This is an optimization exercise on Yosys and OpenROAD, whose aim is a short achievable clock period and few clock cycles, not a production implementation.
Function was checked by simulation only, so behaviour that the tests miss may differ from the original.
No activity file was given, so power comes from the tool's default toggle rates.

==> flow/design.v (outline; a module is shown in full before it is edited, if it fits) <==
// module mul_pipe: 2189 lines
// module ooo_top: 442 lines
module ooo_top (
  input  logic        clock,
  input  logic        reset,
  input  logic        dispatch_valid,
  input  logic [2:0]  dispatch_kind,
  input  logic [2:0]  dispatch_dest,
  input  logic [2:0]  dispatch_src_a,
  input  logic [2:0]  dispatch_src_b,
  input  logic        dispatch_use_imm,
  input  logic [31:0] dispatch_imm,
  output logic        dispatch_ready,
  output logic        commit_valid,
  output logic [2:0]  commit_dest,
  output logic [31:0] commit_value
);
  // ...
==> flow/flow/run.sh <==
#!/bin/bash
set -euo pipefail
bash standard.sh SETUP_SLACK_MARGIN=7.8 finish > standard_flow.log 2>&1
==> flow/standard.sh <==
#!/bin/bash
# synth_recipe.tcl (not shown) runs the flow's synth.tcl, then flattens the netlist and writes it again
# the make line also repeats each setting of config.mk as NAME=value (left out here)
make -C /OpenROAD-flow-scripts/flow DESIGN_CONFIG=/design/flow/config.mk WORK_HOME=/design/flow/orfs CLKGATE_MAP_FILE= SYNTH_SCRIPT=/design/flow/synth_recipe.tcl "${@:-finish}"
==> flow/config.mk <==
export PLATFORM = sky130hd
export DESIGN_NAME = ooo_top
export DESIGN_NICKNAME = ooo_top
export VERILOG_FILES = /design/flow/design.v
export SDC_FILE = /design/flow/constraint.sdc
export NUM_CORES = 4
export LEC_CHECK = 0
export CAP_MARGIN = 60
export CELL_PAD_IN_SITES_DETAIL_PLACEMENT = 1
export CELL_PAD_IN_SITES_GLOBAL_PLACEMENT = 2
export CORE_MARGIN = 2
export CORE_UTILIZATION = 30
export GPL_TIMING_DRIVEN = 1
export PLACE_DENSITY = 0.5
export SLEW_MARGIN = 70
==> flow/constraint.sdc <==
create_clock -name core_clock -period 11.0 [get_ports {clock}]
set_input_delay 2.2000 -clock core_clock [delete_from_list [all_inputs] [get_ports {clock}]]
set_output_delay 2.2000 -clock core_clock [all_outputs]
set_load 0.01 [all_outputs]
==> run notes, run 1 <==
Clock tree:
- The insertion delay of the later-clocked pin in the worst-skew pair is around 0.90 ns.
- The post-CTS repair timing setup buffer count is 154.

Synth:
- The area share of the largest cell type after synthesis is 29.10%.
- The most repeated cell in the gate-level netlist after synthesis is sky130_fd_sc_hd__dfxtp_1.
- The share of flip-flops with an asynchronous set or reset after synthesis is 0%.
- Summing the areas of all compound-gate instances in the mapped netlist gives 21.25% of the synthesized area.

Detailed routing:
- The routed layout has ~71000 vias.
- The met1 wire length is a little under 200 mm.
- The routed design uses 29.60 mm of met3 wire.
- After detailed routing, the average wire length per cell comes to 37.59 um.

Worst setup path:
- The slowest stage of the critical path belongs to the cell sky130_fd_sc_hd__o41a_1.
- Counting buffers and inverters, the worst setup path is 17 cells deep.
- The worst stage delay on the critical path is 0.43 ns.
- The signal on the critical path passes through buf_12 > mux2i_1 > nand3_2 > fa_2 > a211oi_4 > nor2_2 > o41a_1 > o41ai_4 > buf_4 > buf_6 > o31a_1 > buf_6 > o21ai_4 > a21o_1 > a211oi_2 > o21ai_1 > o211ai_1.
- Among cell families on the critical path, the largest total delay comes from compound AO/OA/AOI/OAI gates.

Status:
- The run finished with no timing, DRC or antenna violations.

Timing:
- The time the worst path needs with I/O delays and setup is 3.710 ns.
- The setup violation total in the final timing report is 0.

Global route:
- Global routing used 5.448% of the available met3 tracks.
- Global routing used 45.39% of the available met1 tracks.

Placed design:
- After detailed placement, the total cell area comes to 83560 um2.
- During placement, the flow inserted port buffers numbering 84.

Power:
- The clock network burns 27.4% of the power.
- The heaviest power group is combinational cells.
- The cell internal power dissipation is roughly 12 mW.
- The power attributed to combinational cells is 9.57 mW.
- Overall power consumption after layout is estimated at between 20 and 25 mW.

Cells and area:
- The clock network area share is 6.097%.
- The filler cells instantiated in the layout total 27840.
- The number of diodes added for antenna fixing is 13.
- The sequential share of cell area is 27.29%.

Floorplanning:
- The die span in y is just over 500 um.
- The number of tap cells inserted is approximately 3300.
Testbench counts, summed over its fixed seeds: cycles 4,948.
==> run 2, diff against run 1 <==
==> flow/config.mk (replaced) <==
export PLATFORM = sky130hd
export DESIGN_NAME = ooo_top
export DESIGN_NICKNAME = ooo_top
export VERILOG_FILES = /design/flow/design.v
export SDC_FILE = /design/flow/constraint.sdc
export NUM_CORES = 4
export LEC_CHECK = 0
export CAP_MARGIN = 40
export CELL_PAD_IN_SITES_DETAIL_PLACEMENT = 1
export CELL_PAD_IN_SITES_GLOBAL_PLACEMENT = 2
export CORE_MARGIN = 2
export CORE_UTILIZATION = 40
export GPL_TIMING_DRIVEN = 1
export PLACE_DENSITY = 0.55
export SLEW_MARGIN = 50
==> run 2 against run 1 <==
- largest power group unchanged
- cell area is 4.9% lower
- fmax is 3.2% higher
- critical path depth is 2 higher
- still clean
- setup slack better by 0.11 ns
- clock power is 7.9% lower
- die area is 25% lower
- final cell count is 8.2% lower
- critical endpoint is now r3_val[26]$_DFF_P_
- via count is 2.3% higher
- combinational power is 6.0% lower
==> run notes, run 2 <==
Detailed routing:
- The via count of the routed design is 72930 (was 71310).
- The final wirelength is 424.7 mm (was 453.1 mm).
- The post-route antenna net violation count was 0 (unchanged).
- The number of remaining DRC errors is 0 (unchanged).
- The violation count after the first detailed-routing iteration is 8796 (was 6966).
- The number of search-and-repair iterations in the first detailed-routing pass is 9 (was 6).
- The routed length per placed instance came to 38.38 um (was 37.59 um).
- The via-per-instance ratio is 6.591 (was 5.917).

Timing:
- The final worst slack is 7.404 ns (was 7.290 ns).
- The relative max-transition margin is 43.59% (was 65.18%).
- The share of the clock period used by the worst path after layout is 32.70% (was 33.73%).
- The clock tree skew after final layout is 0.05298 ns (was 0.06803 ns).
- The final max-slew violation count is 0 (unchanged).
- The timing-limited maximum frequency is 278.1 MHz (was 269.5 MHz).
- The setup violation total in the final timing report is 0 (unchanged).
- The time the worst path needs with I/O delays and setup is 3.596 ns (was 3.710 ns).
- RSZ-0062 raised after global routing: true (unchanged).
- The final number of hold-violating endpoints is 0 (unchanged).
- The post-route setup TNS came to 0 ns (unchanged).
- The worst hold margin came to 0.3188 ns (was 0.3161 ns).
- The measured slew at the worst slew-check pin is 0.8462 ns (was 0.5212 ns).

Placed design:
- The count of buffers inserted at the top-level ports is 84 (unchanged).
- The last weighted congestion value of the routability-driven placer is 0.9724 (was 0.8872).
- The post-placement worst setup slack was 6.675 ns (was 6.859 ns).
- The half-perimeter wire length after detailed placement is 270.6 mm (was 299.4 mm).

Clock tree:
- The number of clock sinks is 1222 (unchanged).
- The post-cts hold buffer count is 0 (unchanged).
- The deepest level of the CTS H-tree is 4 (unchanged).
- The worst-case clock buffer depth is 3 (unchanged).
- The clock transition at the registers of the reported paths is 0.06 ns (about the same).
- The insertion delay of the later-clocked pin in the worst-skew pair is 0.89 ns (was 0.90 ns).
- The TritonCTS buffer count is 151 (was 162).
- The CTS root buffer is sky130_fd_sc_hd__clkbuf_16 (unchanged).
- The clock tree from TritonCTS was done (unchanged).

Floorplanning:
- The overall die area is 192300 um2 (was 255800 um2).
- The core box area is 187600 um2 (was 250900 um2).
- The floorplan row count is 159 (was 184).
- The number of top-level pins is 85 (unchanged).
- The starting utilization of the core area is 40.26% (was 30.10%).
- The die outline width was 438.5 um (was 505.8 um).
- The die span in y is 438.5 um (was 505.8 um).

Status:
- Result of the run: no timing/DRC/antenna violations (unchanged).

Power:
- The worst vdd rail ir drop is 0.3104 mV (was 0.1789 mV).
- The power density of the placed cells is 224.8 nW/um2 (was 223.9 nW/um2).
- The leakage power is 35.73 nW (was 37.38 nW).

Worst setup path:
- The cell family with the largest share of critical-path delay is compound AO/OA/AOI/OAI gates (unchanged).
- CP Cell Sequence: buf_12 > nor2b_4 > a221o_1 > buf_6 > ha_4 > a211oi_2 > o21ai_2 > o31a_1 > a31oi_2 > o21ai_1 > o211ai_1 > buf_4 > buf_6 > buf_6 > o31ai_4 > buf_4 > nor2_1 > a211oi_2 > a21oi_1 (was buf_12 > mux2i_1 > nand3_2 > fa_2 > a211oi_4 > nor2_2 > o41a_1 > o41ai_4 > buf_4 > buf_6 > o31a_1 > buf_6 > o21ai_4 > a21o_1 > a211oi_2 > o21ai_1 > o211ai_1).
- The worst stage delay on the critical path is 0.39 ns (was 0.43 ns).
- The data required time at the worst endpoint is 11.70 ns (was 11.81 ns).
- The kind of capture point of the worst setup path is a flip-flop (unchanged).
- The cell repeated most along the worst path is sky130_fd_sc_hd__buf_6 (unchanged).
- The critical path startpoint category was a flip-flop (unchanged).
- The maximum fanout count along the critical path is 5 (unchanged).
- The data arrival time at the worst-slack endpoint was 4.30 ns (was 4.52 ns).
- The category of the most critical setup path is reg2reg (unchanged).
- The buffer and inverter count on the worst path is 6 (was 4).
- The cell with the biggest individual delay on the critical path is sky130_fd_sc_hd__dfxtp_4 (was sky130_fd_sc_hd__o41a_1).

Synth:
- Area contributors post-synth: sky130_fd_sc_hd__dfxtp_1, sky130_fd_sc_hd__mux2i_1, sky130_fd_sc_hd__a22oi_1 (unchanged).
- The average instance area after synthesis came to 8.852 um2 (unchanged).
- The synthesized net count is 8935 (unchanged).
- The synthesis warning total is 4 (unchanged).
- The share of flip-flops with an asynchronous set or reset after synthesis was 0% (unchanged).
- The number of register bits inferred by synthesis came to 1222 (unchanged).
- The sequential cell area fraction in the yosys report was 34.03% (unchanged).
- The most repeated cell in the gate-level netlist after synthesis is sky130_fd_sc_hd__dfxtp_1 (unchanged).
- The count of distinct cell types in the synthesized netlist is 89 (unchanged).
- The commonest register cell after synthesis is sky130_fd_sc_hd__dfxtp_1 (unchanged).
- The combined area of all synthesized cells came to 75530 um2 (unchanged).
- The number of standard cells after synthesis is 8532 (unchanged).
- Cell types with the highest counts after synthesis: sky130_fd_sc_hd__dfxtp_1, sky130_fd_sc_hd__nand2_1, sky130_fd_sc_hd__mux2i_1 (unchanged).
- The area share of the largest cell type after synthesis is 29.10% (unchanged).
- The cell type with the largest total area after synthesis is sky130_fd_sc_hd__dfxtp_1 (unchanged).
- The number of flops mapped to enable cells by yosys came to 124 (unchanged).

Cells and area:
- The final-stage net count is 8816 (was 8966).
- Largest registers in the final layout: rf x256, q0 x55, q1 x55 (unchanged).
- The most common cell after layout, fill and taps aside was sky130_fd_sc_hd__dfxtp_1 (unchanged).
- The filler cell count in the final layout is 20780 (was 27840).
- The proportion of layout cells with a drive suffix above 1 is 18.98% (was 21.88%).
- The flip-flop count of the largest register, all copies and words added is 256 (unchanged).
- The footprint of the multi-input gates came to 47780 um2 (was 48500 um2).
- The largest register by flop count is rf (unchanged).
- Leading cell types in the layout, fill and taps excluded: sky130_fd_sc_hd__dfxtp_1, sky130_fd_sc_hd__nand2_1, sky130_fd_sc_hd__mux2i_1, sky130_fd_sc_hd__a22oi_1, sky130_fd_sc_hd__nor2_1 (unchanged).
- The post-synthesis to final-layout area growth is 20.01% (was 26.19%).
- The register cell area after layout is 25990 um2 (was 26000 um2).

Min path:
- The type of the most critical hold path was reg2reg (unchanged).

Global route:
- The number of global-route vias before repair was 71590 (was 71200).
- The number of antenna violations at the first check in global routing is 40 (was 41).
- The overall fraction of global-route tracks in use is 42.53% (was 34.17%).
- The total overflow reported by the global router is 0 (unchanged).
- The wire length of the first global-routing pass is 579.4 mm (was 615.2 mm).
- The pin count of the biggest net entering global routing is 66 (unchanged).

Flow run:
- The count of max-cap constraint violations is 0 (unchanged).
==> run 2: cell types whose count changed in the layout (fill, tap and decap cells not counted), moves of 15 or more <==
cell,change
sky130_fd_sc_hd__diode_2,+15
sky130_fd_sc_hd__dfxtp_2,-35
sky130_fd_sc_hd__buf_16,-19
sky130_fd_sc_hd__buf_2,-15
sky130_fd_sc_hd__o21ai_2,-15
sky130_fd_sc_hd__xnor2_1,+15
sky130_fd_sc_hd__buf_12,-32
sky130_fd_sc_hd__o21ai_0,+33
sky130_fd_sc_hd__dfxtp_1,+26
sky130_fd_sc_hd__buf_6,-52
sky130_fd_sc_hd__xnor2_2,-15
sky130_fd_sc_hd__buf_8,-28
==> run 2: per-layer routing <==
layer / share of wire [%] / wire length, um / global-route usage (%) / vias to the layer above
met1: 39 / 165700 / 53.84 / 37150
met3: 11 / 45070 / 11.78 / 1282
met4: 9.1 / 38810 / 31.96 / 24
met2: 41 / 174900 / 61.45 / 4283
li1: - / - / - / 30190
met5: 0.038 / 160 / 0 / -
==> run 2: final timing paths <==
path              slack [ns]               from                  to  depth (start not counted)
setup / recovery        7.40  s3_e3b[0]$_DFF_P_  r3_val[26]$_DFF_P_                         19
hold / removal          0.32     e2b[3]$_DFF_P_   st_e2b[3]$_DFF_P_                          0
setup reg to reg        7.40  s3_e3b[0]$_DFF_P_  r3_val[26]$_DFF_P_                         19
hold reg to reg         0.32     e2b[3]$_DFF_P_   st_e2b[3]$_DFF_P_                          0
==> run 2: logic make-up (layout without fill, tap and decap cells) <==
family                   count (synthesis)  count (layout)  synth area share [%]
XOR/XNOR                               504             504                 5.845
multiplexers                           955             956                 13.94
adder cells (fa/ha/maj)                355             355                 7.859
AND/OR/NAND/NOR                       1901            1903                 10.85
other                                    0              28                     0
flip-flops                            1222            1222                 34.03
AO/OA/AOI/OAI                         2377            2377                 21.25
buffers and inverters                 1218            1225                 6.226
==> run 2: per-stage QoR <==
stage               utilization [%]  cells  power (mW)  cell area, um2
finish                        48.31  11070       20.38           90640
global route                  48.29  11050       21.13           90590
CTS                           47.19  10950       19.92           88530
detailed placement            42.09  10510       13.87           78950
global placement              41.90  10500       13.66           78610
floorplan                         -   8532       10.37           76280
==> run 2: where the power goes <==
part	leakage [nW]	internal, mW	switching, mW
Combinational	22.8	3.17	5.83
Sequential	10.4	5.30	0.700
Clock	2.59	3.08	2.30
Total	35.7	11.5	8.83
==> run 2: what timing repair did <==
item                                    in CTS  in global routing
pin swaps                                  189                143
endpoints found under the setup margin     356                229
setup buffers                              139                 77
resized for setup                          793                308
cloned                                      22                  6
==> run 2: cell type report <==
class	count	area share, %
multi-input combinational	6095	52.72
sequential	1222	28.68
timing repair buffer	613	7.823
clock buffer	206	4.618
tap	2495	3.444
inverter	330	1.400
clock inverter	76	1.242
antenna	28	0.07731
==> run 3, diff against run 2 <==
==> flow/flow/run.sh (replaced) <==
#!/bin/bash
set -euo pipefail
bash standard.sh SETUP_SLACK_MARGIN=7.65 finish > standard_flow.log 2>&1
--- a/flow/config.mk
+++ b/flow/config.mk
@@ -9,7 +9,7 @@
 export CELL_PAD_IN_SITES_DETAIL_PLACEMENT = 1
 export CELL_PAD_IN_SITES_GLOBAL_PLACEMENT = 2
 export CORE_MARGIN = 2
-export CORE_UTILIZATION = 40
+export CORE_UTILIZATION = 30
 export GPL_TIMING_DRIVEN = 1
-export PLACE_DENSITY = 0.55
+export PLACE_DENSITY = 0.45
 export SLEW_MARGIN = 50
==> run 3 against run 2 <==
- die area increased by 33%
- hold slack got worse by 0.0075 ns
- sequential share of layout area decreased by 0.49 points
- sequential cell count unchanged
- global-route usage decreased by 7.7 points
- critical path depth decreased by 18
- routed wire length increased by 9.8%
- synthesized cell count unchanged
- largest cell class unchanged
- largest power group unchanged
==> run notes, run 3 <==
Cells and area:
- The proportion of layout cells with a drive suffix above 1 came to 18.43% (was 18.98%).
- The filler cell count in the final layout came to 28180 (was 20780).
- The post-synthesis to final-layout area growth is 22.11% (was 20.01%).
- The non-filler instance count after layout is 12030 (was 11070).
- Largest registers in the final layout: rf x256, q0 x55, q1 x55 (unchanged).
- The register cell area after layout came to 26000 um2 (was 25990 um2).
- The footprint of the multi-input gates is 47030 um2 (was 47780 um2).
- The final-stage net count is 8870 (was 8816).
- The largest register by flop count was rf (unchanged).
- Leading cell types in the layout, fill and taps excluded: sky130_fd_sc_hd__dfxtp_1, sky130_fd_sc_hd__nand2_1, sky130_fd_sc_hd__mux2i_1, sky130_fd_sc_hd__a22oi_1, sky130_fd_sc_hd__nor2_1 (unchanged).
- The most common cell after layout, fill and taps aside is sky130_fd_sc_hd__dfxtp_1 (unchanged).
- The flip-flop count of the largest register, all copies and words added is 256 (unchanged).

Power:
- The leakage power is 36.18 nW (was 35.73 nW).
- The switching part of the total power came to 45.82% (was 43.35%).
- The combinational share of power is 47.0% (was 44.2%).
- The cell internal power dissipation is 12.08 mW (was 11.55 mW).
- The power share of the sequential group is 26.9% (was 29.4%).
- The net load switching power was 10.22 mW (was 8.833 mW).
- The power density of the placed cells came to 241.8 nW/um2 (was 224.8 nW/um2).
- The part of the total power dissipated in the clock network is 26.1% (was 26.4%).
- The worst vdd rail ir drop came to 0.3669 mV (was 0.3104 mV).

Synth:
- The average instance area after synthesis was 8.852 um2 (unchanged).
- The number of flops mapped to enable cells by yosys is 124 (unchanged).
- The post-synthesis share of cell area spent on full adders, half adders and majority gates was 7.859% (unchanged).
- The number of standard cells after synthesis is 8532 (unchanged).
- The share of flip-flops with an asynchronous set or reset after synthesis is 0% (unchanged).
- The commonest register cell after synthesis was sky130_fd_sc_hd__dfxtp_1 (unchanged).
- The synthesized net count came to 8935 (unchanged).
- The number of register bits inferred by synthesis is 1222 (unchanged).
- Area contributors post-synth: sky130_fd_sc_hd__dfxtp_1, sky130_fd_sc_hd__mux2i_1, sky130_fd_sc_hd__a22oi_1 (unchanged).
- The fraction of the mapped netlist area in compound gates is 21.25% (unchanged).
- The synthesis warning total was 4 (unchanged).
- The most repeated cell in the gate-level netlist after synthesis was sky130_fd_sc_hd__dfxtp_1 (unchanged).
- The combined area of all synthesized cells is 75530 um2 (unchanged).
- The area share of the largest cell type after synthesis is 29.10% (unchanged).
- The simple-gate area share of the yosys netlist is 10.85% (unchanged).
- The synthesized-area fraction occupied by xor and xnor cells is 5.845% (unchanged).
- The mux share of post-synthesis cell area was 13.94% (unchanged).
- Cell types with the highest counts after synthesis: sky130_fd_sc_hd__dfxtp_1, sky130_fd_sc_hd__nand2_1, sky130_fd_sc_hd__mux2i_1 (unchanged).
- The sequential cell area fraction in the yosys report is 34.03% (unchanged).
- The largest family of logic cells by synthesized area is compound AO/OA/AOI/OAI gates (unchanged).
- The count of distinct cell types in the synthesized netlist was 89 (unchanged).
- The cell type with the largest total area after synthesis is sky130_fd_sc_hd__dfxtp_1 (unchanged).

Worst setup path:
- The data arrival time at the worst-slack endpoint is 1.32 ns (was 4.30 ns).
- The maximum fanout count along the critical path is 1 (was 5).
- The data required time at the worst endpoint is 8.80 ns (was 11.70 ns).
- The buffer and inverter count on the worst path is 1 (was 6).
- The kind of capture point of the worst setup path is a primary output (was flip-flop).
- The worst stage delay on the critical path came to 0.32 ns (was 0.39 ns).
- The critical path startpoint category is a flip-flop (unchanged).
- CP Cell Sequence: buf_6 (was buf_12 > nor2b_4 > a221o_1 > buf_6 > ha_4 > a211oi_2 > o21ai_2 > o31a_1 > a31oi_2 > o21ai_1 > o211ai_1 > buf_4 > buf_6 > buf_6 > o31ai_4 > buf_4 > nor2_1 > a211oi_2 > a21oi_1).
- The cell family with the largest share of critical-path delay was flip-flops (was compound AO/OA/AOI/OAI gates).
- The cell with the biggest individual delay on the critical path was sky130_fd_sc_hd__dfxtp_2 (was sky130_fd_sc_hd__dfxtp_4).
- The category of the most critical setup path was reg2out (was reg2reg).

Global route:
- The wire length of the first global-routing pass is 623.0 mm (was 579.4 mm).
- The total overflow reported by the global router is 0 (unchanged).
- The number of antenna violations at the first check in global routing is 36 (was 40).
- The overall fraction of global-route tracks in use is 34.84% (was 42.53%).
- The pin count of the biggest net entering global routing is 75 (was 66).
- The number of global-route vias before repair is 70600 (was 71590).

Clock tree:
- The worst-case clock buffer depth is 3 (unchanged).
- The number of clock sinks is 1222 (unchanged).
- The TritonCTS buffer count is 159 (was 151).
- The insertion delay of the later-clocked pin in the worst-skew pair came to 0.88 ns (was 0.89 ns).
- The clock tree from TritonCTS is done (unchanged).
- The post-cts hold buffer count is 0 (unchanged).
- The deepest level of the CTS H-tree is 4 (unchanged).
- The CTS root buffer is sky130_fd_sc_hd__clkbuf_16 (unchanged).
- The clock transition at the registers of the reported paths was 0.06 ns (about the same).

Floorplanning:
- The core box area is 250900 um2 (was 187600 um2).
- The overall die area came to 255800 um2 (was 192300 um2).
- The starting utilization of the core area came to 30.10% (was 40.26%).
- The die outline width is 505.8 um (was 438.5 um).
- The die span in y was 505.8 um (was 438.5 um).
- The floorplan row count came to 184 (was 159).
- The number of top-level pins came to 85 (unchanged).

Detailed routing:
- The post-route antenna net violation count is 0 (unchanged).
- The violation count after the first detailed-routing iteration is 7623 (was 8796).
- The number of remaining DRC errors is 0 (unchanged).
- The number of search-and-repair iterations in the first detailed-routing pass is 10 (was 9).
- The final wirelength came to 466.5 mm (was 424.7 mm).
- The via-per-instance ratio came to 5.928 (was 6.591).
- The routed length per placed instance was 38.78 um (was 38.38 um).
- The via count of the routed design is 71300 (was 72930).

Placed design:
- The half-perimeter wire length after detailed placement is 299.4 mm (was 270.6 mm).
- The total instance count after detailed placement is 11410 (was 10510).
- The last weighted congestion value of the routability-driven placer is 0.9092 (was 0.9724).
- The count of buffers inserted at the top-level ports came to 84 (unchanged).

Timing:
- The final max-slew violation count came to 0 (unchanged).
- The final number of hold-violating endpoints is 0 (unchanged).
- The timing-limited maximum frequency is 283.9 MHz (was 278.1 MHz).
- The clock tree skew after final layout is 0.07315 ns (was 0.05298 ns).
- The time the worst path needs with I/O delays and setup was 3.523 ns (was 3.596 ns).
- The share of the clock period used by the worst path after layout is 32.02% (was 32.70%).
- RSZ-0062 raised after global routing: true (unchanged).
- The post-route setup TNS is 0 ns (unchanged).
- The measured slew at the worst slew-check pin is 0.8162 ns (was 0.8462 ns).
- The setup violation total in the final timing report was 0 (unchanged).
- The relative max-transition margin is 44.03% (was 43.59%).

Min path:
- The type of the most critical hold path is reg2reg (unchanged).

Flow run:
- The count of max-cap constraint violations came to 0 (unchanged).

Status:
- Result of the run: no timing/DRC/antenna violations (unchanged).
## run 3: cell count changes in the layout (fill, tap and decap cells not counted), sizes merged, moves of 6 or more
cell	previous run	this run
diode	28	82
clkbuf	221	245
clkinv	55	37
bufbuf	12	18
buf	539	577
clkinvlp	4	11
## run 3: worst paths after layout
kind	start	to	slack, ns	depth (start not counted)
worst max-delay path	c_val[14]$_DFF_P_	commit_value[14]	7.48	1
worst min-delay path	st_dest_oh[6]$_DFF_P_	s3_dest_oh[6]$_DFF_P_	0.31	0
worst max register to register	s3_e3b[3]$_DFF_P_	r3_val[27]$_DFF_P_	7.52	14
worst min register to register	st_dest_oh[6]$_DFF_P_	s3_dest_oh[6]$_DFF_P_	0.31	0
## run 3: timing repair
action / 4_1_cts / 5_1_grt
pin swaps: 107 / 96
resized for setup: 622 / 269
buffers inserted: 120 / 92
cloned: 19 / 16
setup endpoints to repair: 275 / 140
## run 3: through the flow
step                      utilization [%]  setup WS (ns)  hold slack, ns  instance area [um2]  total power [mW]
after detailed placement            32.09          6.512          0.3144                80530             15.60
after floorplan                         -          7.457          0.3096                76020             10.32
after global placement              31.89          6.033          0.3111                80020             15.50
after global routing                36.74          7.406          0.3298                92190             23.11
after CTS                           35.76          7.413          0.3195                89730             22.14
final                               36.75          7.477          0.3113                92230             22.30
## run 3: routing by layer
layer,track usage [%],up-vias,wire length [um]
li1,-,30380,-
met1,45.82,36930,196500
met5,0,-,26
met4,21.01,4,33000
met2,53.86,3160,205800
met3,5.233,828,31220
## run 3: final cells by class
type	instances	area share, %
well taps	3348	4.542
multi-input cells	6093	51.00
repair buffers	661	8.373
flip-flops and latches	1222	28.19
inverters	330	1.385
clock inverters	66	1.275
clock buffers	226	5.011
diodes	82	0.2225
## run 3: kinds of logic after synthesis
group,after synthesis
flip-flops,1222
multiplexers,955
adder cells (fa/ha/maj),355
AO/OA/AOI/OAI,2377
AND/OR/NAND/NOR,1901
XOR/XNOR,504
buffers and inverters,1218
## run 3: power groups by stage
stage          clock network, mW  registers (mW)  logic (mW)
6_report                    5.81            6.01        10.5
5_1_grt                     6.10            6.04        11.0
4_1_cts                     5.92            5.99        10.2
3_5_place_dp                   0            6.05        9.55
3_3_place_gp                   0            6.04        9.46
2_1_floorplan                  0            5.64        4.68
==> module ooo_top, before the edit <==
module ooo_top (
  input  logic        clock,
  input  logic        reset,
  input  logic        dispatch_valid,
  input  logic [2:0]  dispatch_kind,
  input  logic [2:0]  dispatch_dest,
  input  logic [2:0]  dispatch_src_a,
  input  logic [2:0]  dispatch_src_b,
  input  logic        dispatch_use_imm,
  input  logic [31:0] dispatch_imm,
  output logic        dispatch_ready,
  output logic        commit_valid,
  output logic [2:0]  commit_dest,
  output logic [31:0] commit_value
);
  typedef struct packed {
    logic        is_mul;
    logic [3:0]  k;        
    logic [2:0]  dest;
    logic [7:0]  dest_oh;
    logic [2:0]  src_a;
    logic [2:0]  src_b;
    logic        use_imm;
    logic [31:0] imm;
  } op_t;
  typedef struct packed {
    logic pf;
    logic r1;
    logic r2;
    logic r3;
    logic n1;
    logic n2;
    logic n3;
  } sel_t;
  logic        reset_q;
  op_t         in_op;
  op_t         nx_op;
  logic        accept;
  logic        q0_v;
  logic        q1_v;
  op_t         q0;
  op_t         q1;
  logic        rdy;
  logic        deq;
  logic        q0_vn;
  logic        q1_vn;
  logic [31:0] rf [8];
  logic [31:0] rf_nx [8];
  logic [7:0]  loc_s1_r1;
  logic [7:0]  loc_s1_r2;
  logic [7:0]  loc_s1_r3;
  logic [7:0]  loc_s1_na;
  logic [7:0]  loc_s2_r2;
  logic [7:0]  loc_s2_r3;
  logic [7:0]  loc_s2_na;
  logic [7:0]  loc_s3_r3;
  logic [7:0]  nx_s1_r1;
  logic [7:0]  nx_s1_r2;
  logic [7:0]  nx_s1_r3;
  logic [7:0]  nx_s1_na;
  logic [7:0]  nx_s2_r2;
  logic [7:0]  nx_s2_r3;
  logic [7:0]  nx_s2_na;
  logic [7:0]  nx_s3_r3;
  logic [7:0]  w;
  logic        ir_v;
  op_t         ir;
  logic        ok1;
  logic        lv1;
  logic        lv2;
  sel_t        e1a;
  sel_t        e1b;
  sel_t        m1a;
  sel_t        m1b;
  sel_t        e2a;
  sel_t        e2b;
  sel_t        e3a;
  sel_t        e3b;
  logic [31:0] pa1;
  logic [31:0] pb1;
  logic        st_v;
  logic        st_e;
  logic        st_l1;
  logic        st_x;
  logic        st_l2;
  logic [3:0]  st_k;
  logic [2:0]  st_dest;
  logic [7:0]  st_dest_oh;
  logic [2:0]  st_src_a;
  logic [2:0]  st_src_b;
  logic        st_use_imm;
  logic [31:0] st_imm;
  sel_t        st_e2a;
  sel_t        st_e2b;
  sel_t        st_e3a;
  sel_t        st_e3b;
  logic [31:0] pa2;
  logic [31:0] pb2;
  logic [31:0] st_val;
  logic        s3_v;
  logic        s3_e;
  logic        s3_l1;
  logic        s3_x;
  logic        s3_mul;
  logic        s3_live;
  logic [3:0]  s3_k;
  logic [2:0]  s3_dest;
  logic [7:0]  s3_dest_oh;
  sel_t        s3_e3a;
  sel_t        s3_e3b;
  logic [31:0] pa3;
  logic [31:0] pb3;
  logic [31:0] s3_val;
  logic [31:0] r2_val;
  logic        s4_v;
  logic        s4_x;
  logic        s4_live;
  logic [2:0]  s4_dest;
  logic [7:0]  s4_dest_oh;
  logic [31:0] s4_val;
  logic [31:0] r3_val;
  logic        c_v;
  logic [2:0]  c_dest;
  logic [31:0] c_val;
  logic        stall;
  logic        issue;
  logic        ir_free;
  logic        iss_e;
  logic        iss_l1;
  logic        iss_x;
  logic [31:0] opa;
  logic [31:0] opb;
  logic [31:0] mopa;
  logic [47:0] mopb_enc;
  logic [47:0] pb1_enc;
  logic [47:0] st_enc;
  logic [47:0] r2_enc;
  logic [47:0] r3_enc;
  logic [31:0] alu_res;
  logic [31:0] opa2;
  logic [31:0] opb2;
  logic [31:0] l1_res;
  logic [31:0] opa3;
  logic [31:0] opb3;
  logic [31:0] l2_res;
  logic [31:0] prod;
  function automatic logic [47:0] booth_enc(input logic [31:0] x);
    logic [15:0] one;
    logic [15:0] two;
    logic [15:0] neg;
    logic [32:0] xe;
    xe = {x, 1'b0};
    for (int i = 0; i < 16; i++) begin
      one[i] = xe[2*i+1] ^ xe[2*i];
      two[i] = (xe[2*i+2] && !xe[2*i+1] && !xe[2*i]) || (!xe[2*i+2] && xe[2*i+1] && xe[2*i]);
      neg[i] = xe[2*i+2];
    end
    booth_enc = {one, two, neg};
  endfunction
  function automatic logic [31:0] alu(input logic [3:0] k, input logic [31:0] a,
                                      input logic [31:0] b);
    logic [32:0] sum;
    sum = {a, 1'b1} + {b, k[2]};
    alu = ({32{k[3] | k[2]}} & sum[32:1])
        | ({32{k[1]}} & (a & b))
        | ({32{k[0]}} & (a ^ b));
  endfunction
  always_ff @(posedge clock) begin
    reset_q <= reset;
  end
  always_comb begin
    in_op.is_mul  = dispatch_kind[2];
    in_op.k       = {dispatch_kind == 3'd0, dispatch_kind == 3'd1,
                     dispatch_kind == 3'd2, dispatch_kind == 3'd3};
    in_op.dest    = dispatch_dest;
    in_op.src_a   = dispatch_src_a;
    in_op.src_b   = dispatch_src_b;
    in_op.use_imm = dispatch_use_imm;
    in_op.imm     = dispatch_imm;
    for (int r = 0; r < 8; r++) begin
      in_op.dest_oh[r] = (dispatch_dest == 3'(r));
    end
  end
  assign dispatch_ready = rdy;
  assign accept         = dispatch_valid && !(q0_v && q1_v);
  assign deq   = ir_free && q0_v;
  assign q0_vn = deq ? (q1_v || accept) : (q0_v || accept);
  assign q1_vn = deq ? (q1_v && accept) : (q1_v || (q0_v && accept));
  always_ff @(posedge clock) begin
    if (reset_q) begin
      q0_v <= 1'b0;
      q1_v <= 1'b0;
    end else begin
      q0_v <= q0_vn;
      q1_v <= q1_vn;
    end
    if (reset) begin
      rdy <= 1'b0;
    end else if (reset_q) begin
      rdy <= 1'b1;
    end else begin
      rdy <= !(q0_vn && q1_vn);
    end
    if (deq) begin
      q0 <= q1_v ? q1 : in_op;
    end else if (!q0_v) begin
      q0 <= in_op;
    end
    if (accept) begin
      q1 <= in_op;
    end
  end
  assign stall   = ir.is_mul && !ok1;
  assign issue   = ir_v && !stall;
  assign ir_free = !ir_v || !stall;
  assign nx_op   = ir_free ? q0 : ir;
  assign iss_x   = issue && (ir.is_mul || lv2);
  assign iss_l1  = issue && !ir.is_mul && lv1;
  assign iss_e   = issue && !ir.is_mul && !lv1 && !lv2;
  always_ff @(posedge clock) begin
    if (reset_q) begin
      ir_v <= 1'b0;
    end else if (ir_free) begin
      ir_v <= q0_v;
    end
    if (ir_free) begin
      ir <= q0;
    end
  end
  always_comb begin
    w = issue ? ir.dest_oh : 8'd0;
    nx_s1_r1 = iss_e ? w : 8'd0;
    nx_s1_r2 = loc_s2_r2 & ~w;
    nx_s1_r3 = loc_s2_r3 & ~w;
    nx_s1_na = ((iss_l1 || iss_x) ? w : 8'd0) | (loc_s2_na & ~w);
    nx_s2_r2 = iss_l1 ? w : 8'd0;
    nx_s2_r3 = loc_s3_r3 & ~w;
    nx_s2_na = iss_x ? w : 8'd0;
    nx_s3_r3 = iss_x ? w : 8'd0;
  end
  always_ff @(posedge clock) begin
    if (reset_q) begin
      loc_s1_r1 <= '0;
      loc_s1_r2 <= '0;
      loc_s1_r3 <= '0;
      loc_s1_na <= '0;
      loc_s2_r2 <= '0;
      loc_s2_r3 <= '0;
      loc_s2_na <= '0;
      loc_s3_r3 <= '0;
    end else begin
      loc_s1_r1 <= nx_s1_r1;
      loc_s1_r2 <= nx_s1_r2;
      loc_s1_r3 <= nx_s1_r3;
      loc_s1_na <= nx_s1_na;
      loc_s2_r2 <= nx_s2_r2;
      loc_s2_r3 <= nx_s2_r3;
      loc_s2_na <= nx_s2_na;
      loc_s3_r3 <= nx_s3_r3;
    end
  end
  logic [7:0] la;
  logic [7:0] lb;
  logic       a1;
  logic       b1;
  logic       a2;
  logic       b2;
  always_comb begin
    la = {nx_s1_r1[nx_op.src_a], nx_s1_r2[nx_op.src_a], nx_s1_r3[nx_op.src_a],
          nx_s1_na[nx_op.src_a], nx_s2_r2[nx_op.src_a], nx_s2_r3[nx_op.src_a],
          nx_s2_na[nx_op.src_a], nx_s3_r3[nx_op.src_a]};
    lb = {nx_s1_r1[nx_op.src_b], nx_s1_r2[nx_op.src_b], nx_s1_r3[nx_op.src_b],
          nx_s1_na[nx_op.src_b], nx_s2_r2[nx_op.src_b], nx_s2_r3[nx_op.src_b],
          nx_s2_na[nx_op.src_b], nx_s3_r3[nx_op.src_b]};
    if (nx_op.use_imm) begin
      lb = '0;
    end
    a1 = !la[4];
    b1 = !lb[4];
    a2 = !la[1];
    b2 = !lb[1];
  end
  function automatic logic [6:0] sel(input logic en, input logic inv, input logic r1,
                                     input logic r2, input logic r3);
    sel = {en && !(r1 || r2 || r3),
           en && !inv && r1, en && !inv && r2, en && !inv && r3,
           en && inv && r1, en && inv && r2, en && inv && r3};
  endfunction
  logic nx_sub;
  assign nx_sub = nx_op.k[2];
  always_ff @(posedge clock) begin
    ok1 <= a1 && b1;
    lv1 <= !(a1 && b1) && a2 && b2;
    lv2 <= !(a1 && b1) && !(a2 && b2);
    e1a <= sel(!nx_op.is_mul, 1'b0, la[7], la[6], la[5]);
    e1b <= sel(!nx_op.is_mul, nx_sub, lb[7], lb[6], lb[5]);
    m1a <= sel(nx_op.is_mul, 1'b0, la[7], la[6], la[5]);
    m1b <= sel(nx_op.is_mul, 1'b0, lb[7], lb[6], lb[5]);
    e2a <= sel(1'b1, 1'b0, 1'b0, la[3], la[2]);
    e2b <= sel(1'b1, nx_sub, 1'b0, lb[3], lb[2]);
    e3a <= sel(1'b1, 1'b0, 1'b0, 1'b0, la[0]);
    e3b <= sel(1'b1, nx_sub, 1'b0, 1'b0, lb[0]);
  end
  logic [7:0] we1;
  logic [7:0] we2;
  logic [7:0] we3;
  always_ff @(posedge clock) begin
    if (reset_q) begin
      we1 <= '0;
      we2 <= '0;
      we3 <= '0;
    end else begin
      we1 <= iss_e ? ir.dest_oh : 8'd0;
      we2 <= (st_v && st_l1) ? st_dest_oh : 8'd0;
      we3 <= (s3_v && s3_x && s3_live) ? s3_dest_oh : 8'd0;
    end
  end
  function automatic logic [31:0] upda(input logic [31:0] x, input logic [2:0] src);
    upda = we1[src] ? st_val : we2[src] ? r2_val : we3[src] ? r3_val : x;
  endfunction
  function automatic logic [31:0] updb(input logic [31:0] x, input logic [2:0] src,
                                       input logic use_imm, input logic sub);
    if (use_imm) begin
      updb = x;
    end else begin
      updb = we1[src] ? st_val ^ {32{sub}} : we2[src] ? r2_val ^ {32{sub}}
           : we3[src] ? r3_val ^ {32{sub}} : x;
    end
  endfunction
  always_comb begin
    for (int r = 0; r < 8; r++) begin
      if (reset_q) begin
        rf_nx[r] = '0;
      end else if (we1[r]) begin
        rf_nx[r] = st_val;
      end else if (we2[r]) begin
        rf_nx[r] = r2_val;
      end else if (we3[r]) begin
        rf_nx[r] = r3_val;
      end else begin
        rf_nx[r] = rf[r];
      end
    end
  end
  always_ff @(posedge clock) begin
    for (int r = 0; r < 8; r++) begin
      rf[r] <= rf_nx[r];
    end
    pa1 <= ir_free ? rf_nx[q0.src_a] : upda(pa1, ir.src_a);
    pb1 <= ir_free ? ((q0.use_imm ? q0.imm : rf_nx[q0.src_b]) ^ {32{q0.k[2]}})
                   : updb(pb1, ir.src_b, ir.use_imm, ir.k[2]);
    pa2 <= upda(pa1, ir.src_a);
    pb2 <= updb(pb1, ir.src_b, ir.use_imm, ir.k[2]);
    pa3 <= upda(pa2, st_src_a);
    pb3 <= updb(pb2, st_src_b, st_use_imm, st_k[2]);
  end
  always_comb begin
    pb1_enc = booth_enc(pb1);
    st_enc  = booth_enc(st_val);
    r2_enc  = booth_enc(r2_val);
    r3_enc  = booth_enc(r3_val);
  end
  always_comb begin
    opa  = ({32{e1a.pf}} & pa1) | ({32{e1a.r1}} & st_val) | ({32{e1a.r2}} & r2_val)
         | ({32{e1a.r3}} & r3_val);
    opb  = ({32{e1b.pf}} & pb1) | ({32{e1b.r1}} & st_val) | ({32{e1b.r2}} & r2_val)
         | ({32{e1b.r3}} & r3_val) | ({32{e1b.n1}} & ~st_val) | ({32{e1b.n2}} & ~r2_val)
         | ({32{e1b.n3}} & ~r3_val);
    mopa = ({32{m1a.pf}} & pa1) | ({32{m1a.r1}} & st_val) | ({32{m1a.r2}} & r2_val)
         | ({32{m1a.r3}} & r3_val);
    mopb_enc = ({48{m1b.pf}} & pb1_enc) | ({48{m1b.r1}} & st_enc)
             | ({48{m1b.r2}} & r2_enc) | ({48{m1b.r3}} & r3_enc);
  end
  assign alu_res = alu(ir.k, opa, opb);
  mul_pipe u_mul (
    .clock(clock), .a(mopa),
    .bo(mopb_enc[47:32]), .bt(mopb_enc[31:16]), .bn(mopb_enc[15:0]),
    .p(prod)
  );
  always_comb begin
    opa2 = ({32{st_e2a.pf}} & pa2) | ({32{st_e2a.r2}} & r2_val) | ({32{st_e2a.r3}} & r3_val);
    opb2 = ({32{st_e2b.pf}} & pb2) | ({32{st_e2b.r2}} & r2_val) | ({32{st_e2b.r3}} & r3_val)
         | ({32{st_e2b.n2}} & ~r2_val) | ({32{st_e2b.n3}} & ~r3_val);
  end
  assign l1_res = alu(st_k, opa2, opb2);
  always_comb begin
    opa3 = ({32{s3_e3a.pf}} & pa3) | ({32{s3_e3a.r3}} & r3_val);
    opb3 = ({32{s3_e3b.pf}} & pb3) | ({32{s3_e3b.r3}} & r3_val) | ({32{s3_e3b.n3}} & ~r3_val);
  end
  assign l2_res = alu(s3_k, opa3, opb3);
  always_ff @(posedge clock) begin
    if (reset_q) begin
      st_v <= 1'b0;
      s3_v <= 1'b0;
      s4_v <= 1'b0;
    end else begin
      st_v <= issue;
      s3_v <= st_v;
      s4_v <= s3_v;
    end
    c_v <= s4_v && !reset && !reset_q;
    st_e       <= iss_e;
    st_l1      <= iss_l1;
    st_x       <= iss_x;
    st_l2      <= !ir.is_mul && lv2;
    st_k       <= ir.k;
    st_dest    <= ir.dest;
    st_dest_oh <= ir.dest_oh;
    st_src_a   <= ir.src_a;
    st_src_b   <= ir.src_b;
    st_use_imm <= ir.use_imm;
    st_imm     <= ir.imm;
    st_e2a     <= e2a;
    st_e2b     <= e2b;
    st_e3a     <= e3a;
    st_e3b     <= e3b;
    st_val     <= alu_res;
    s3_e       <= st_e;
    s3_l1      <= st_l1;
    s3_x       <= st_x;
    s3_mul     <= st_x && !st_l2;
    s3_live    <= !(issue && ir.dest == st_dest);
    s3_k       <= st_k;
    s3_dest    <= st_dest;
    s3_dest_oh <= st_dest_oh;
    s3_e3a     <= st_e3a;
    s3_e3b     <= st_e3b;
    s3_val     <= st_val;
    r2_val     <= l1_res;
    s4_x       <= s3_x;
    s4_live    <= s3_live;
    s4_dest    <= s3_dest;
    s4_dest_oh <= s3_dest_oh;
    s4_val     <= s3_e ? s3_val : r2_val;
    r3_val     <= s3_mul ? prod : l2_res;
    c_dest     <= s4_dest;
    c_val      <= s4_x ? r3_val : s4_val;
  end
  assign commit_valid = c_v;
  assign commit_dest  = c_dest;
  assign commit_value = c_val;
endmodule
==> run 4, diff against run 3 <==
--- a/flow/design.v
+++ b/flow/design.v
@@ -2293,6 +2293,7 @@
   logic [31:0] pa2;
   logic [31:0] pb2;
   logic [31:0] st_val;
+  logic [31:0] st_w;
   logic        s3_v;
   logic        s3_e;
   logic        s3_l1;
@@ -2308,6 +2309,7 @@
   logic [31:0] pb3;
   logic [31:0] s3_val;
   logic [31:0] r2_val;
+  logic [31:0] r2_w;
   logic        s4_v;
   logic        s4_x;
   logic        s4_live;
@@ -2315,6 +2317,7 @@
   logic [7:0]  s4_dest_oh;
   logic [31:0] s4_val;
   logic [31:0] r3_val;
+  logic [31:0] r3_w;
   logic        c_v;
   logic [2:0]  c_dest;
   logic [31:0] c_val;
@@ -2512,15 +2515,15 @@
     end
   end
   function automatic logic [31:0] upda(input logic [31:0] x, input logic [2:0] src);
-    upda = we1[src] ? st_val : we2[src] ? r2_val : we3[src] ? r3_val : x;
+    upda = we1[src] ? st_w : we2[src] ? r2_w : we3[src] ? r3_w : x;
   endfunction
   function automatic logic [31:0] updb(input logic [31:0] x, input logic [2:0] src,
                                        input logic use_imm, input logic sub);
     if (use_imm) begin
       updb = x;
     end else begin
-      updb = we1[src] ? st_val ^ {32{sub}} : we2[src] ? r2_val ^ {32{sub}}
-           : we3[src] ? r3_val ^ {32{sub}} : x;
+      updb = we1[src] ? st_w ^ {32{sub}} : we2[src] ? r2_w ^ {32{sub}}
+           : we3[src] ? r3_w ^ {32{sub}} : x;
     end
   endfunction
   always_comb begin
@@ -2528,11 +2531,11 @@
       if (reset_q) begin
         rf_nx[r] = '0;
       end else if (we1[r]) begin
-        rf_nx[r] = st_val;
+        rf_nx[r] = st_w;
       end else if (we2[r]) begin
-        rf_nx[r] = r2_val;
+        rf_nx[r] = r2_w;
       end else if (we3[r]) begin
-        rf_nx[r] = r3_val;
+        rf_nx[r] = r3_w;
       end else begin
         rf_nx[r] = rf[r];
       end
@@ -2611,6 +2614,7 @@
     st_e3a     <= e3a;
     st_e3b     <= e3b;
     st_val     <= alu_res;
+    st_w       <= iss_e ? alu_res : 32'd0;
     s3_e       <= st_e;
     s3_l1      <= st_l1;
     s3_x       <= st_x;
@@ -2621,16 +2625,18 @@
     s3_dest_oh <= st_dest_oh;
     s3_e3a     <= st_e3a;
     s3_e3b     <= st_e3b;
-    s3_val     <= st_val;
+    s3_val     <= st_w;
     r2_val     <= l1_res;
+    r2_w       <= st_l1 ? l1_res : 32'd0;
     s4_x       <= s3_x;
     s4_live    <= s3_live;
     s4_dest    <= s3_dest;
     s4_dest_oh <= s3_dest_oh;
-    s4_val     <= s3_e ? s3_val : r2_val;
+    s4_val     <= s3_e ? s3_val : r2_w;
     r3_val     <= s3_mul ? prod : l2_res;
+    r3_w       <= s3_x ? (s3_mul ? prod : l2_res) : 32'd0;
     c_dest     <= s4_dest;
-    c_val      <= s4_x ? r3_val : s4_val;
+    c_val      <= s4_x ? r3_w : s4_val;
   end
   assign commit_valid = c_v;
   assign commit_dest  = c_dest;
==> flow/flow/run.sh (replaced) <==
#!/bin/bash
set -euo pipefail
bash standard.sh SETUP_SLACK_MARGIN=7.5 finish > standard_flow.log 2>&1
==> run 4 against run 3 <==
- final cell count rose by 0.62%
- clock skew rose by 0.0074 ns
- largest power group unchanged
- clock power rose by 4.1%
- fmax fell by 7.4%
- non-clock buffer count fell by 111
- sequential power rose by 7.8%
==> run notes, run 4 <==
Synth:
- Area contributors post-synth: sky130_fd_sc_hd__dfxtp_1, sky130_fd_sc_hd__mux2i_1, sky130_fd_sc_hd__a22oi_1 (unchanged).
- The count of distinct cell types in the synthesized netlist is 85 (was 89).
- The number of flops mapped to enable cells by yosys is 124 (unchanged).
- The number of standard cells after synthesis is 8685 (was 8532).
- Cell types with the highest counts after synthesis: sky130_fd_sc_hd__dfxtp_1, sky130_fd_sc_hd__nand2_1, sky130_fd_sc_hd__mux2i_1 (unchanged).
- The fraction of the mapped netlist area in compound gates came to 20.41% (was 21.25%).
- The post-synthesis share of cell area spent on full adders, half adders and majority gates came to 7.661% (was 7.859%).
- The number of register bits inferred by synthesis is 1318 (was 1222).
- The synthesis warning total was 4 (unchanged).
- The combined area of all synthesized cells came to 77480 um2 (was 75530 um2).
- The share of flip-flops with an asynchronous set or reset after synthesis was 0% (unchanged).
- The sequential cell area fraction in the yosys report was 35.66% (was 34.03%).
- The most repeated cell in the gate-level netlist after synthesis is sky130_fd_sc_hd__dfxtp_1 (unchanged).
- The largest family of logic cells by synthesized area is compound AO/OA/AOI/OAI gates (unchanged).
- The mux share of post-synthesis cell area was 13.57% (was 13.94%).
- The cell type with the largest total area after synthesis was sky130_fd_sc_hd__dfxtp_1 (unchanged).
- The area share of the largest cell type after synthesis is 30.85% (was 29.10%).
- The average instance area after synthesis is 8.921 um2 (was 8.852 um2).
- The commonest register cell after synthesis is sky130_fd_sc_hd__dfxtp_1 (unchanged).
- The simple-gate area share of the yosys netlist was 10.80% (was 10.85%).
- The synthesized-area fraction occupied by xor and xnor cells is 5.957% (was 5.845%).
- The synthesized net count is 9088 (was 8935).

Global route:
- The met2 routing resource usage after global routing is 53.20% (was 53.86%).
- The most used routing layer is met2 (unchanged).
- The overall fraction of global-route tracks in use came to 32.54% (was 34.84%).
- The wire length of the first global-routing pass came to 601.8 mm (was 623.0 mm).
- The met3 usage is 5.181% (was 5.233%).
- The total overflow reported by the global router was 0 (unchanged).
- The number of global-route vias before repair is 70730 (was 70600).
- The number of antenna violations at the first check in global routing is 35 (was 36).
- The pin count of the biggest net entering global routing is 123 (was 75).
- The met1 layer usage reported by global route is 41.00% (was 45.82%).

Clock tree:
- The post-cts hold buffer count is 0 (unchanged).
- The CTS root buffer is sky130_fd_sc_hd__clkbuf_16 (unchanged).
- The deepest level of the CTS H-tree is 4 (unchanged).
- The worst-case clock buffer depth is 3 (unchanged).
- The insertion delay of the later-clocked pin in the worst-skew pair is 0.91 ns (was 0.88 ns).
- The number of clock sinks is 1318 (was 1222).
- The clock transition at the registers of the reported paths came to 0.06 ns (about the same).
- The clock tree from TritonCTS is done (unchanged).
- The TritonCTS buffer count is 170 (was 159).

Timing:
- RSZ-0062 raised after global routing: true (unchanged).
- The relative max-transition margin is 43.42% (was 44.03%).
- The final max-slew violation count was 0 (unchanged).
- The timing-limited maximum frequency is 262.9 MHz (was 283.9 MHz).
- The measured slew at the worst slew-check pin is 0.8431 ns (was 0.8162 ns).
- The final number of hold-violating endpoints is 0 (unchanged).
- The time the worst path needs with I/O delays and setup is 3.804 ns (was 3.523 ns).
- The clock tree skew after final layout was 0.08059 ns (was 0.07315 ns).
- The share of the clock period used by the worst path after layout came to 34.58% (was 32.02%).
- The post-route setup TNS came to 0 ns (unchanged).
- The setup violation total in the final timing report was 0 (unchanged).

Worst setup path:
- The kind of capture point of the worst setup path was a flip-flop (was primary output).
- The cell with the biggest individual delay on the critical path is sky130_fd_sc_hd__or4b_4 (was sky130_fd_sc_hd__dfxtp_2).
- The cell repeated most along the worst path is sky130_fd_sc_hd__a21o_1.
- The cell family with the largest share of critical-path delay was compound AO/OA/AOI/OAI gates (was flip-flops).
- The register-to-register path setup slack is 7.20 ns (was 7.52 ns).
- The reg-to-reg endpoint is st_w[29]$_SDFF_PN0_ (was r3_val[27]$_DFF_P_).
- The beginning of the worst register-to-register path is r3_val[0]$_DFF_P_ (was s3_e3b[3]$_DFF_P_).
- The category of the most critical setup path is reg2reg (was reg2out).
- The worst stage delay on the critical path is 0.50 ns (was 0.32 ns).
- The cell depth of the worst flop-to-flop path came to 13 (was 14).
- The critical path startpoint category is a flip-flop (unchanged).
- CP Cell Sequence: mux2i_1 > nand4_1 > fa_2 > a21o_1 > a221oi_4 > a21oi_2 > a221o_2 > a31oi_4 > o31ai_4 > a21o_1 > or4b_4 > nand3_2 > and2_1 (was buf_6).
- The data required time at the worst endpoint was 11.83 ns (was 8.80 ns).
- The maximum fanout count along the critical path was 4 (was 1).
- The data arrival time at the worst-slack endpoint came to 4.64 ns (was 1.32 ns).
- The buffer and inverter count on the worst path is 0 (was 1).

Power:
- The part of the total power dissipated in the clock network was 30.3% (was 26.1%).
- The combinational share of power is 37.2% (was 47.0%).
- The cell internal power dissipation is 11.79 mW (was 12.08 mW).
- The power share of the sequential group is 32.5% (was 26.9%).
- The worst vdd rail ir drop is 0.2184 mV (was 0.3669 mV).
- The net load switching power was 8.165 mW (was 10.22 mW).
- The leakage power was 36.95 nW (was 36.18 nW).
- The switching part of the total power came to 40.91% (was 45.82%).
- The power density of the placed cells was 217.1 nW/um2 (was 241.8 nW/um2).

Min path:
- The number of cells traversed by the worst hold path was 0 (unchanged).
- The start point of the worst hold path is s4_dest[0]$_DFF_P_ (was st_dest_oh[6]$_DFF_P_).
- The type of the most critical hold path is reg2reg (unchanged).
- The endpoint with the worst hold slack is c_dest[0]$_DFF_P_ (was s3_dest_oh[6]$_DFF_P_).

Flow run:
- The count of max-cap constraint violations is 0 (unchanged).

Detailed routing:
- The final wirelength is 442.3 mm (was 466.5 mm).
- The number of remaining DRC errors is 0 (unchanged).
- The via-per-instance ratio was 5.775 (was 5.928).
- The number of search-and-repair iterations in the first detailed-routing pass is 7 (was 10).
- The via count of the routed design is 69890 (was 71300).
- The post-route antenna net violation count came to 0 (unchanged).
- The routed length per placed instance is 36.55 um (was 38.78 um).
- The violation count after the first detailed-routing iteration is 6008 (was 7623).

Floorplanning:
- The starting utilization of the core area is 30.16% (was 30.10%).
- The overall die area came to 262300 um2 (was 255800 um2).
- The die span in y is 512.2 um (was 505.8 um).
- The die outline width came to 512.2 um (was 505.8 um).
- The core box area was 256900 um2 (was 250900 um2).
- The number of top-level pins is 85 (unchanged).
- The floorplan row count was 186 (was 184).

Cells and area:
- The proportion of layout cells with a drive suffix above 1 is 16.95% (was 18.43%).
- The filler cell count in the final layout came to 29000 (was 28180).
- Leading cell types in the layout, fill and taps excluded: sky130_fd_sc_hd__dfxtp_1, sky130_fd_sc_hd__nand2_1, sky130_fd_sc_hd__mux2i_1, sky130_fd_sc_hd__nor2_1, sky130_fd_sc_hd__a22oi_1 (was sky130_fd_sc_hd__dfxtp_1, sky130_fd_sc_hd__nand2_1, sky130_fd_sc_hd__mux2i_1, sky130_fd_sc_hd__a22oi_1, sky130_fd_sc_hd__nor2_1).
- The final-stage net count is 8960 (was 8870).
- The flip-flop count of the largest register, all copies and words added is 256 (unchanged).
- The final core utilization is 35.78% (was 36.75%).
- The largest register by flop count is rf (unchanged).
- The most common cell after layout, fill and taps aside is sky130_fd_sc_hd__dfxtp_1 (unchanged).
- Largest registers in the final layout: rf x256, q0 x55, q1 x55 (unchanged).
- The post-synthesis to final-layout area growth was 18.66% (was 22.11%).

Placed design:
- The last weighted congestion value of the routability-driven placer is 0.8987 (was 0.9092).
- The count of buffers inserted at the top-level ports is 84 (unchanged).
- The half-perimeter wire length after detailed placement is 309.4 mm (was 299.4 mm).

Status:
- Result of the run: no timing/DRC/antenna violations (unchanged).
## run 4: cell count changes after synthesis, sizes merged, moves of 42 or more
cell	previous run	this run
nand2	815	882
dfxtp	1098	1194
nand3	125	80
and2	26	101
o22ai	122	80
nand2b	73	28
clkbuf	640	693
o21ai	601	666
buf	248	156
## run 4: cell families after synthesis
family | after synthesis
XOR/XNOR | 527
AND/OR/NAND/NOR | 1955
multiplexers | 966
AO/OA/AOI/OAI | 2364
buffers and inverters | 1200
flip-flops | 1318
adder cells (fa/ha/maj) | 355
## run 4: cell type report
class / count / area, um2 / area share (%)
Clock buffer: 244 / 4882 / 5.310
Clock inverter: 74 / 1134 / 1.233
Timing Repair Buffer: 550 / 5384 / 5.856
Antenna cell: 16 / 40.04 / 0.04355
Inverter: 350 / 1339 / 1.456
Multi-Input combinational cell: 6167 / 47030 / 51.16
Sequential cell: 1318 / 27890 / 30.34
Tap cell: 3384 / 4234 / 4.605
## run 4: power by group through the flow
| stage | combinational (mW) | sequential, mW | clock [mW] |
|---|---|---|---|
| 2_1_floorplan | 4.19 | 5.88 | 0 |
| 3_5_place_dp | 7.12 | 6.55 | 0 |
| 4_1_cts | 7.39 | 6.45 | 6.16 |
| 3_3_place_gp | 6.96 | 6.53 | 0 |
| 6_report | 7.43 | 6.48 | 6.05 |
| 5_1_grt | 8.14 | 6.51 | 6.36 |
## run 4: timing repair
action,CTS,global route
setup buffers,64,59
endpoints found under the setup margin,206,168
gates resized for setup,454,230
gates cloned,7,10
pin swaps,53,128
## run 4: routing by layer
metal | share of wire (%) | vias up
met5 | 0.014 | -
met4 | 6.5 | 10
met3 | 5.3 | 713
met2 | 46 | 2246
met1 | 42 | 36370
li1 | - | 30560
## run 4: metrics by stage
step	instances	power [mW]	hold WS (ns)	setup slack, ns	area (um2)
final	12100	19.96	0.3232	7.196	91940
after global routing	12090	21.00	0.3338	7.025	91910
after CTS	12020	20.00	0.3267	7.354	90150
after detailed placement	11630	13.67	0.3136	6.628	82470
after global placement	11620	13.50	0.3108	6.592	81940
after floorplan	8685	10.07	0.3096	7.457	77530
## run 4: worst max-delay path by stage
stage | start | endpoint | slack [ns] | cells past startpoint
2_1_floorplan | dispatch_valid | q1[0]$_DFFE_PP_ | 7.46 | 2
3_3_place_gp | u_mul.s2_c2_1$_DFF_P_ | r3_w[29]$_SDFF_PN0_ | 6.59 | 11
3_5_place_dp | st_k[2]$_DFF_P_ | r2_w[27]$_SDFF_PN0_ | 6.63 | 14
4_1_cts | e1b[1]$_DFF_P_ | st_w[29]$_SDFF_PN0_ | 7.35 | 14
5_1_grt | e1b[4]$_DFF_P_ | st_val[23]$_DFF_P_ | 7.03 | 14
6_report | r3_val[0]$_DFF_P_ | st_w[29]$_SDFF_PN0_ | 7.20 | 13
Testbench counts of run 4, summed over its fixed seeds: cycles 4,948.
==> run 5, diff against run 4 <==
--- a/flow/config.mk
+++ b/flow/config.mk
@@ -9,7 +9,7 @@
 export CELL_PAD_IN_SITES_DETAIL_PLACEMENT = 1
 export CELL_PAD_IN_SITES_GLOBAL_PLACEMENT = 2
 export CORE_MARGIN = 2
-export CORE_UTILIZATION = 30
+export CORE_UTILIZATION = 40
 export GPL_TIMING_DRIVEN = 1
-export PLACE_DENSITY = 0.45
+export PLACE_DENSITY = 0.55
 export SLEW_MARGIN = 50
==> run 5 against run 4 <==
- synthesized area unchanged
- die area down 25%
- power down 4.0%
- sequential share of layout area up 0.62 points
- fmax up 0.83%
- utilization up 11 points
- non-clock buffer count down 31
- hold slack about the same
- critical endpoint unchanged
- critical path depth up 1
- clock-buffer cell count down 24
- largest cell class unchanged
==> run notes, run 5 <==
Clock tree:
- The clock transition at the registers of the reported paths came to 0.07 ns (was 0.06 ns).
- The deepest level of the CTS H-tree came to 4 (unchanged).
- The CTS root buffer is sky130_fd_sc_hd__clkbuf_16 (unchanged).
- The worst-case clock buffer depth is 3 (unchanged).
- The post-cts hold buffer count was 0 (unchanged).
- The TritonCTS buffer count is 160 (was 170).
- The number of clock sinks is 1318 (unchanged).
- The insertion delay of the later-clocked pin in the worst-skew pair is 0.87 ns (was 0.91 ns).
- The clock tree from TritonCTS is done (unchanged).

Global route:
- The number of antenna violations at the first check in global routing was 27 (was 35).
- The overall fraction of global-route tracks in use was 38.89% (was 32.54%).
- The total overflow reported by the global router was 0 (unchanged).
- The number of global-route vias before repair is 70800 (was 70730).
- The pin count of the biggest net entering global routing is 69 (was 123).
- The wire length of the first global-routing pass came to 552.9 mm (was 601.8 mm).

Synth:
- The most repeated cell in the gate-level netlist after synthesis was sky130_fd_sc_hd__dfxtp_1 (unchanged).
- The number of register bits inferred by synthesis is 1318 (unchanged).
- The synthesis warning total was 4 (unchanged).
- The synthesized net count is 9088 (unchanged).
- The cell type with the largest total area after synthesis was sky130_fd_sc_hd__dfxtp_1 (unchanged).
- Area contributors post-synth: sky130_fd_sc_hd__dfxtp_1, sky130_fd_sc_hd__mux2i_1, sky130_fd_sc_hd__a22oi_1 (unchanged).
- The number of standard cells after synthesis is 8685 (unchanged).
- The combined area of all synthesized cells is 77480 um2 (unchanged).
- The count of distinct cell types in the synthesized netlist is 85 (unchanged).
- Cell types with the highest counts after synthesis: sky130_fd_sc_hd__dfxtp_1, sky130_fd_sc_hd__nand2_1, sky130_fd_sc_hd__mux2i_1 (unchanged).
- The number of flops mapped to enable cells by yosys was 124 (unchanged).
- The share of flip-flops with an asynchronous set or reset after synthesis is 0% (unchanged).
- The commonest register cell after synthesis is sky130_fd_sc_hd__dfxtp_1 (unchanged).
- The sequential cell area fraction in the yosys report was 35.66% (unchanged).
- The area share of the largest cell type after synthesis is 30.85% (unchanged).
- The average instance area after synthesis was 8.921 um2 (unchanged).

Worst setup path:
- The data arrival time at the worst-slack endpoint was 4.56 ns (was 4.64 ns).
- The maximum fanout count along the critical path is 32 (was 4).
- The kind of capture point of the worst setup path is a flip-flop (unchanged).
- The category of the most critical setup path is reg2reg (unchanged).
- The register-to-register path setup slack is 7.23 ns (was 7.20 ns).
- The critical path startpoint category was a flip-flop (unchanged).
- The data required time at the worst endpoint was 11.79 ns (was 11.83 ns).

Floorplanning:
- The starting utilization of the core area was 40.23% (was 30.16%).
- The floorplan row count is 161 (was 186).
- The core box area is 192600 um2 (was 256900 um2).
- The die span in y is 444.1 um (was 512.2 um).
- The overall die area is 197200 um2 (was 262300 um2).
- The die outline width was 444.1 um (was 512.2 um).
- The number of top-level pins was 85 (unchanged).

Cells and area:
- The most common cell after layout, fill and taps aside is sky130_fd_sc_hd__dfxtp_1 (unchanged).
- The largest register by flop count is rf (unchanged).
- The non-filler instance count after layout came to 11200 (was 12100).
- The final design instance area without fill was 90120 um2 (was 91940 um2).
- The filler cell count in the final layout was 21610 (was 29000).
- The proportion of layout cells with a drive suffix above 1 came to 16.14% (was 16.95%).
- Leading cell types in the layout, fill and taps excluded: sky130_fd_sc_hd__dfxtp_1, sky130_fd_sc_hd__nand2_1, sky130_fd_sc_hd__mux2i_1, sky130_fd_sc_hd__nor2_1, sky130_fd_sc_hd__a22oi_1 (unchanged).
- The post-synthesis to final-layout area growth is 16.31% (was 18.66%).
- The final-stage net count is 8919 (was 8960).
- Largest registers in the final layout: rf x256, q0 x55, q1 x55 (unchanged).
- The final core utilization is 46.79% (was 35.78%).
- The flip-flop count of the largest register, all copies and words added is 256 (unchanged).

Timing:
- The final max-slew violation count is 0 (unchanged).
- The clock tree skew after final layout came to 0.07217 ns (was 0.08059 ns).
- The measured slew at the worst slew-check pin is 0.8348 ns (was 0.8431 ns).
- The relative max-transition margin was 43.76% (was 43.42%).
- The share of the clock period used by the worst path after layout is 34.30% (was 34.58%).
- The worst hold margin came to 0.3235 ns (was 0.3232 ns).
- The post-route setup TNS was 0 ns (unchanged).
- The final number of hold-violating endpoints came to 0 (unchanged).
- The setup violation total in the final timing report is 0 (unchanged).
- The final worst slack is 7.227 ns (was 7.196 ns).
- The timing-limited maximum frequency is 265.0 MHz (was 262.9 MHz).
- The time the worst path needs with I/O delays and setup is 3.773 ns (was 3.804 ns).
- RSZ-0062 raised after global routing: true (unchanged).

Detailed routing:
- The routed length per placed instance is 35.62 um (was 36.55 um).
- The post-route antenna net violation count came to 0 (unchanged).
- The via count of the routed design is 71620 (was 69890).
- The via-per-instance ratio came to 6.395 (was 5.775).
- The number of remaining DRC errors is 0 (unchanged).
- The final wirelength came to 399.0 mm (was 442.3 mm).
- The violation count after the first detailed-routing iteration is 7924 (was 6008).
- The number of search-and-repair iterations in the first detailed-routing pass came to 9 (was 7).

Flow run:
- The count of max-cap constraint violations is 0 (unchanged).

Power:
- The total chip power is 19.16 mW (was 19.96 mW).
- The leakage power is 36.46 nW (was 36.95 nW).
- The power density of the placed cells was 212.6 nW/um2 (was 217.1 nW/um2).
- The worst vdd rail ir drop came to 0.2121 mV (was 0.2184 mV).

Status:
- Result of the run: no timing/DRC/antenna violations (unchanged).

Placed design:
- The placed instance area is 80990 um2 (was 82470 um2).
- The last weighted congestion value of the routability-driven placer is 0.9630 (was 0.8987).
- The half-perimeter wire length after detailed placement is 272.3 mm (was 309.4 mm).
- The post-placement worst setup slack is 6.680 ns (was 6.628 ns).
- The total instance count after detailed placement is 10750 (was 11630).
- The count of buffers inserted at the top-level ports is 84 (unchanged).

Min path:
- The type of the most critical hold path is reg2reg (unchanged).
==> run 5: area by class of cell <==
| cell class | instances | area, um2 | share of cell area (%) |
|---|---|---|---|
| Timing Repair Buffer | 519 | 5122 | 5.684 |
| Multi-Input combinational cell | 6167 | 46800 | 51.93 |
| Tap cell | 2526 | 3161 | 3.507 |
| Sequential cell | 1318 | 27900 | 30.96 |
| Inverter | 350 | 1334 | 1.480 |
| Clock buffer | 220 | 4563 | 5.064 |
| Clock inverter | 76 | 1181 | 1.311 |
| Antenna cell | 23 | 57.56 | 0.06387 |
==> run 5: cell families (layout without fill, tap and decap cells) <==
kind of cell | count (synthesis) | after routing | synth area share, %
simple gates | 1955 | 1955 | 10.80
flops | 1318 | 1318 | 35.66
compound gates | 2364 | 2364 | 20.41
xor+xnor | 527 | 527 | 5.957
buf+inv | 1200 | 1165 | 5.949
other cells | 0 | 23 | 0
fa+ha+maj | 355 | 355 | 7.661
mux | 966 | 966 | 13.57
==> run 5: repair_timing <==
action / 4_1_cts / 5_1_grt
cloned: 12 / 8
setup endpoints to repair: 227 / 152
buffers inserted: 49 / 58
gates resized for setup: 459 / 204
pin swaps: 77 / 111
==> run 5: worst paths after layout <==
check | from | to | cells after the start
worst max-delay path | e1a[3]$_DFF_P_ | st_w[29]$_SDFF_PN0_ | 14
worst min-delay path | st_e$_DFF_P_ | s3_e$_DFF_P_ | 0
worst max register to register | e1a[3]$_DFF_P_ | st_w[29]$_SDFF_PN0_ | 14
worst min register to register | st_e$_DFF_P_ | s3_e$_DFF_P_ | 0
==> run 5: worst max-delay path, cell delays in order (launching register included) <==
cell and delay, ns:
sky130_fd_sc_hd__dfxtp_1 0.32, sky130_fd_sc_hd__buf_8 0.18, sky130_fd_sc_hd__a22oi_2 0.24, sky130_fd_sc_hd__nand2_2 0.10, sky130_fd_sc_hd__fa_2 0.36, sky130_fd_sc_hd__a21o_1 0.24, sky130_fd_sc_hd__a221oi_4 0.34, sky130_fd_sc_hd__a21oi_2 0.13
sky130_fd_sc_hd__a221o_2 0.45, sky130_fd_sc_hd__a31oi_4 0.27, sky130_fd_sc_hd__o31ai_4 0.09, sky130_fd_sc_hd__a21o_1 0.23, sky130_fd_sc_hd__or4b_4 0.50, sky130_fd_sc_hd__nand3_2 0.07, sky130_fd_sc_hd__and2_1 0.11
==> run 5: routing by layer <==
| layer | GRT usage [%] | routed length [um] |
|---|---|---|
| met4 | 23.90 | 29880 |
| met3 | 6.542 | 30130 |
| met1 | 50.21 | 162800 |
| met5 | 0 | 23 |
| met2 | 60.72 | 176200 |
==> run 5: report_power, final <==
part	internal (mW)	switching [mW]	leakage, nW
Sequential	5.57	0.906	11.2
Clock	3.37	2.43	2.75
Combinational	2.62	4.26	22.6
Total	11.6	7.59	36.5

[separate check: timing with driven ports]
In the flow no input, the clock included, has a driving cell. The finished layouts below were timed again as built, in two steps. Step 1, drivers: a clkbuf_16 drives clock and a buf_2 each remaining input, both assumed. Step 2 times the ports against the registers' clock, not the clock port: input delays grow and output delays shrink by t, the midpoint of the rising clock arrivals with the driver on. Slacks: no drivers / after step 1 / after step 2; pairs: no drivers / after step 1.
run | shift t [ns] | slack for setup (ns) | worst setup path after step 2
run 1 | 0.960 | 7.290 / 7.290 / 7.051 | input to register
run 2 | 0.962 | 7.404 / 7.390 / 7.149 | input to register
run 3 | 0.943 | 7.477 / 7.378 / 7.099 | input to register
run 4 | 0.953 | 7.196 / 7.196 / 6.735 | input to register
run 5 | 0.934 | 7.227 / 7.227 / 7.088 | input to register
After both steps setup and hold are still met in every run listed. For run 4, which loses most, drivers alone change the setup slack by 0.000 ns; drivers and shift together by -0.461 ns.
